From an optimization exercise on the open Yosys and OpenROAD flow, aimed at small area and a short achievable clock period; shortcuts taken in it are not production practice.
Where RTL was checked, it was by simulation tests only, not by an equivalence proof against the original.
No activity file was given, so power comes from the tool's default toggle rates.

Design dma_read, start of the top module:
module dma_read (
    input  logic        clk,
    input  logic        rst,
    input  logic        s_awvalid,
    output logic        s_awready,
    input  logic [31:0] s_awaddr,
    input  logic        s_wvalid,
    output logic        s_wready,
    input  logic [31:0] s_wdata,
    input  logic [3:0]  s_wstrb,
    output logic        s_bvalid,
    input  logic        s_bready,
    output logic [1:0]  s_bresp,
    input  logic        s_arvalid,
    output logic        s_arready,
    input  logic [31:0] s_araddr,
    output logic        s_rvalid,
    input  logic        s_rready,
    output logic [31:0] s_rdata,
    output logic [1:0]  s_rresp,
    output logic [7:0]  m_arid,
    output logic [31:0] m_araddr,
    output logic [7:0]  m_arlen,
    output logic [2:0]  m_arsize,
    output logic [1:0]  m_arburst,
    output logic        m_arlock,
    output logic [3:0]  m_arcache,
    output logic [2:0]  m_arprot,
    output logic [3:0]  m_arqos,
    output logic [3:0]  m_arregion,
    output logic        m_arvalid,
    input  logic        m_arready,
    input  logic [63:0] m_rdata,
    input  logic        m_rvalid,
    output logic        m_rready,
    output logic [63:0] tdata,
    output logic        tvalid,
    input  logic        tready
);
For scale: ~3500 cells after synthesis, roughly 1400 flip-flops.
==> module dma_read_issue, before the edit <==
module dma_read_issue (
    input  logic        s_axi4l,
    input  logic        rst,
    input  logic [68:0] cmd,
    input  logic        cmd_valid,
    output logic        cmd_ready,
    output logic [68:0] ar,
    output logic        arvalid,
    input  logic        arready,
    input  logic        beat_done,
    output logic        busy
);
    logic        ar_hs;
    logic [7:0]  len;
    logic [7:0]  lo;          
    logic [7:0]  hi;          
    logic [8:0]  lo_add0;     
    logic [8:0]  lo_add1;     
    logic [7:0]  lo_dec;      
    logic [7:0]  hi_inc;
    logic [7:0]  hi_dec;
    logic [15:0] sum_len;     
    logic [15:0] sum_len1;    
    logic [15:0] dec;         
    logic [15:0] open_beats;
    dma_read_fifo #(
        .WIDTH (69),
        .DEPTH (4)
    ) cmd_fifo_i (
        .rst     (rst),
        .s_axi4l (s_axi4l),
        .s_data  (cmd),
        .s_valid (cmd_valid),
        .s_ready (cmd_ready),
        .m_data  (ar),
        .m_valid (arvalid),
        .m_ready (arready)
    );
    assign ar_hs   = arvalid & arready;
    assign len     = ar[28:21];
    assign lo      = open_beats[7:0];
    assign hi      = open_beats[15:8];
    assign lo_add0 = {1'b0, lo} + {1'b0, len};
    assign lo_add1 = {1'b0, lo} + {1'b0, len} + 9'd1;
    assign lo_dec  = lo - 8'd1;
    assign hi_inc  = hi + 8'd1;
    assign hi_dec  = hi - 8'd1;
    assign sum_len  = {lo_add0[8] ? hi_inc : hi, lo_add0[7:0]};
    assign sum_len1 = {lo_add1[8] ? hi_inc : hi, lo_add1[7:0]};
    assign dec      = {(lo == 8'd0) ? hi_dec : hi, lo_dec};
    always_ff @(posedge s_axi4l) begin
        if (rst) begin
            open_beats <= '0;
        end else begin
            case ({ar_hs, beat_done})
                2'b10:   open_beats <= sum_len1;
                2'b11:   open_beats <= sum_len;
                2'b01:   open_beats <= dec;
                default: ;
            endcase
        end
    end
    assign busy = arvalid | (open_beats != '0);
endmodule
Settings: LEC_CHECK=0, CAP_MARGIN=20, CORE_MARGIN=2, CORE_UTILIZATION=40, SETUP_SLACK_MARGIN=2.5, SLEW_MARGIN=20; clock period 5.0 ns.
run.sh (not shown) runs the stock make flow with config.mk's settings and CLKGATE_MAP_FILE= SYNTH_SCRIPT=/design/flow/synth_recipe.tcl, a recipe that flattens the netlist after the stock synthesis.
Rerun with:
--- a/flow/design.v
+++ b/flow/design.v
@@ -225,24 +225,16 @@
     output logic        arvalid,
     input  logic        arready,
     input  logic        beat_done,
     output logic        busy
 );
     logic        ar_hs;
-    logic [7:0]  len;
-    logic [7:0]  lo;          
-    logic [7:0]  hi;          
-    logic [8:0]  lo_add0;     
-    logic [8:0]  lo_add1;     
-    logic [7:0]  lo_dec;      
-    logic [7:0]  hi_inc;
-    logic [7:0]  hi_dec;
+    logic [15:0] open_beats;
     logic [15:0] sum_len;     
     logic [15:0] sum_len1;    
     logic [15:0] dec;         
-    logic [15:0] open_beats;
     dma_read_fifo #(
         .WIDTH (69),
         .DEPTH (4)
     ) cmd_fifo_i (
         .rst     (rst),
         .s_axi4l (s_axi4l),
@@ -250,24 +242,16 @@
         .s_valid (cmd_valid),
         .s_ready (cmd_ready),
         .m_data  (ar),
         .m_valid (arvalid),
         .m_ready (arready)
     );
-    assign ar_hs   = arvalid & arready;
-    assign len     = ar[28:21];
-    assign lo      = open_beats[7:0];
-    assign hi      = open_beats[15:8];
-    assign lo_add0 = {1'b0, lo} + {1'b0, len};
-    assign lo_add1 = {1'b0, lo} + {1'b0, len} + 9'd1;
-    assign lo_dec  = lo - 8'd1;
-    assign hi_inc  = hi + 8'd1;
-    assign hi_dec  = hi - 8'd1;
-    assign sum_len  = {lo_add0[8] ? hi_inc : hi, lo_add0[7:0]};
-    assign sum_len1 = {lo_add1[8] ? hi_inc : hi, lo_add1[7:0]};
-    assign dec      = {(lo == 8'd0) ? hi_dec : hi, lo_dec};
+    assign ar_hs    = arvalid & arready;
+    assign sum_len  = open_beats + 16'(ar[28:21]);
+    assign sum_len1 = sum_len + 16'd1;
+    assign dec      = open_beats - 16'd1;
     always_ff @(posedge s_axi4l) begin
         if (rst) begin
             open_beats <= '0;
         end else begin
             case ({ar_hs, beat_done})
                 2'b10:   open_beats <= sum_len1;
Outcome: Utilization falls by 1.4 points. Flip-flop and latch count is unchanged. Worst hold slack is about the same. Routed wire length went down by 7.6%. Setup slack gets worse by 150 ps. Design area drops by 4.3%. Power goes up by 4.5%. Die area is lower by 1.7%. First-iteration DRC count decreases by 2.0%.
Function was not checked in any run of this note: the RTL went through the layout flow alone.


run C:
Another version of the RTL of dma_read (not shown whole).
Size in the first run: about 1,500 flip-flops, about 0.054 mm^2 of cells after synthesis.
==> module dma_read_issue, before the edit <==
module dma_read_issue (
    input  logic        s_axi4l,
    input  logic        rst,
    input  logic [68:0] cmd,
    input  logic        cmd_valid,
    output logic        cmd_ready,
    output logic [68:0] ar,
    output logic        arvalid,
    input  logic        arready,
    input  logic        beat_done,
    output logic        busy
);
    logic        ar_hs;
    logic [15:0] sum0;        
    logic [15:0] sum1;        
    logic [15:0] dec;         
    logic [15:0] open_beats;
    dma_read_fifo #(
        .WIDTH (69),
        .DEPTH (4),
        .CBITS (3)
    ) cmd_fifo_i (
        .rst     (rst),
        .s_axi4l (s_axi4l),
        .s_data  (cmd),
        .s_valid (cmd_valid),
        .s_ready (cmd_ready),
        .m_data  (ar),
        .m_valid (arvalid),
        .m_ready (arready)
    );
    assign ar_hs = arvalid & arready;
    dma_read_add16 open_add_i (
        .a    (open_beats),
        .b    ({8'h00, ar[28:21]}),
        .s0   (sum0),
        .s1   (sum1)
    );
    dma_read_dec16 open_dec_i (
        .a (open_beats),
        .d (dec)
    );
    always_ff @(posedge s_axi4l) begin
        if (rst) begin
            open_beats <= '0;
        end else begin
            case ({ar_hs, beat_done})
                2'b10:   open_beats <= sum1;
                2'b11:   open_beats <= sum0;
                2'b01:   open_beats <= dec;
                default: ;
            endcase
        end
    end
    assign busy = arvalid | (open_beats != '0);
endmodule
==> module dma_read_add16, before the edit <==
module dma_read_add16 (
    input  logic [15:0] a,
    input  logic [15:0] b,
    output logic [15:0] s0,
    output logic [15:0] s1
);
    logic [15:0] p;
    logic [15:0] gg [5];
    logic [15:0] pp [5];
    logic [15:0] c0;
    logic [15:0] c1;
    always_comb begin
        p     = a ^ b;
        gg[0] = a & b;
        pp[0] = p;
        for (int l = 1; l < 5; l++) begin
            for (int i = 0; i < 16; i++) begin
                if (i >= (1 << (l - 1))) begin
                    gg[l][i] = gg[l-1][i] | (pp[l-1][i] & gg[l-1][i - (1 << (l - 1))]);
                    pp[l][i] = pp[l-1][i] & pp[l-1][i - (1 << (l - 1))];
                end else begin
                    gg[l][i] = gg[l-1][i];
                    pp[l][i] = pp[l-1][i];
                end
            end
        end
        c0[0] = 1'b0;
        c1[0] = 1'b1;
        for (int i = 1; i < 16; i++) begin
            c0[i] = gg[4][i-1];
            c1[i] = gg[4][i-1] | pp[4][i-1];
        end
        s0 = p ^ c0;
        s1 = p ^ c1;
    end
endmodule
Settings: LEC_CHECK=0, CAP_MARGIN=20, CORE_MARGIN=2, CORE_UTILIZATION=75, CTS_CLUSTER_DIAMETER=100, CTS_CLUSTER_SIZE=25, SETUP_SLACK_MARGIN=2.8, SLEW_MARGIN=20; clock period 5.0 ns.
standard.sh (not shown) runs the stock make flow with config.mk's settings and CLKGATE_MAP_FILE= SYNTH_SCRIPT=/design/flow/synth_recipe.tcl, a recipe that flattens the netlist after the stock synthesis.
==> flow/flow/run.sh <==
#!/bin/bash
# Layout flow: the standard ORFS flow, with the ports buffered by
# plain buffers (buf_2) instead of the delay cells buffer_ports picks by
# itself.  Every tool's output goes to a log file in this folder; ORFS
# keeps its per-step logs under orfs/logs.
set -euo pipefail
export BUFFER_PORTS_ARGS="-buffer_cell sky130_fd_sc_hd__buf_2"
bash standard.sh > standard_flow.log 2>&1
Relative to run C, the following input files were edited for run E:
--- a/flow/design.v
+++ b/flow/design.v
@@ -262,7 +262,7 @@
     assign ar_hs = arvalid & arready;
     dma_read_add16 open_add_i (
         .a    (open_beats),
-        .b    ({8'h00, ar[28:21]}),
+        .b    (ar[28:21]),
         .s0   (sum0),
         .s1   (sum1)
     );
@@ -286,21 +286,24 @@
 endmodule
 module dma_read_add16 (
     input  logic [15:0] a,
-    input  logic [15:0] b,
+    input  logic [7:0]  b,
     output logic [15:0] s0,
     output logic [15:0] s1
 );
-    logic [15:0] p;
-    logic [15:0] gg [5];
-    logic [15:0] pp [5];
-    logic [15:0] c0;
-    logic [15:0] c1;
+    logic [7:0] p;
+    logic [7:0] gg [4];
+    logic [7:0] pp [4];
+    logic [8:0] c0;
+    logic [8:0] c1;
+    logic [7:0] hi;
+    logic [7:0] hi_inc;
+    logic [7:0] ones [4];   
     always_comb begin
-        p     = a ^ b;
-        gg[0] = a & b;
+        p     = a[7:0] ^ b;
+        gg[0] = a[7:0] & b;
         pp[0] = p;
-        for (int l = 1; l < 5; l++) begin
-            for (int i = 0; i < 16; i++) begin
+        for (int l = 1; l < 4; l++) begin
+            for (int i = 0; i < 8; i++) begin
                 if (i >= (1 << (l - 1))) begin
                     gg[l][i] = gg[l-1][i] | (pp[l-1][i] & gg[l-1][i - (1 << (l - 1))]);
                     pp[l][i] = pp[l-1][i] & pp[l-1][i - (1 << (l - 1))];
@@ -312,12 +315,27 @@
         end
         c0[0] = 1'b0;
         c1[0] = 1'b1;
-        for (int i = 1; i < 16; i++) begin
-            c0[i] = gg[4][i-1];
-            c1[i] = gg[4][i-1] | pp[4][i-1];
+        for (int i = 1; i < 9; i++) begin
+            c0[i] = gg[3][i-1];
+            c1[i] = gg[3][i-1] | pp[3][i-1];
         end
-        s0 = p ^ c0;
-        s1 = p ^ c1;
+        hi      = a[15:8];
+        ones[0] = hi;
+        for (int l = 1; l < 4; l++) begin
+            for (int i = 0; i < 8; i++) begin
+                if (i >= (1 << (l - 1))) begin
+                    ones[l][i] = ones[l-1][i] & ones[l-1][i - (1 << (l - 1))];
+                end else begin
+                    ones[l][i] = ones[l-1][i];
+                end
+            end
+        end
+        hi_inc[0] = ~hi[0];
+        for (int i = 1; i < 8; i++) begin
+            hi_inc[i] = hi[i] ^ ones[3][i-1];
+        end
+        s0 = {c0[8] ? hi_inc : hi, p ^ c0[7:0]};
+        s1 = {c1[8] ? hi_inc : hi, p ^ c1[7:0]};
     end
 endmodule
 module dma_read_dec16 (
Findings:
Run E: full flow OK, the timing, DRC and antenna checks passed. Across both runs, upper clock frequency limit was higher for run E than for run C. Compared to run C, the router laid down more metal wire for run E. Post-synthesis cell area went up slightly going from run C to run E. Re critical path depth: no difference whatsoever between run E and run C. Summary: with run C as the reference, cell area in run E moved up slightly. Post-route worst setup slack: run E higher than run C.

-- separate check: timing with driven ports --
The results above use ideal ports. As a check the final layouts listed here were re-extracted and re-timed, cells and wires unchanged. Step 1: set_driving_cell puts a clkbuf_16 on clk and a buf_2 on each other input, an assumption about the parent block. Step 2 times the ports against the registers' clock, not the clock port: input delays grow and output delays shrink by t, the midpoint of the rising clock arrivals with the driver on. Slacks: ideal ports / drivers / drivers and shift; pairs: ideal ports / drivers.
| run | t, ns | setup slack, ns | hold slack, ns | worst slew at a driven data input, ns |
|---|---|---|---|---|
| the first run of note 1 | 0.845 | 1.916 / 1.916 / 1.613 | 0.483 / 0.483 / 0.483 | 0.16 |
| the second run of note 1 | 0.867 | 1.767 / 1.767 / 1.229 | 0.483 / 0.483 / 0.483 | 0.18 |
| run C | 0.712 | 2.607 / 2.559 / 2.070 | 0.506 / 0.506 / 0.506 | 0.14 |
| run E | 0.720 | 2.615 / 2.574 / 2.047 | 0.516 / 0.516 / 0.516 | 0.15 |
After both steps setup and hold are still met in every run listed. The setup slack of run E, which loses most, moves by -0.041 ns with the drivers and by -0.568 ns with both steps.
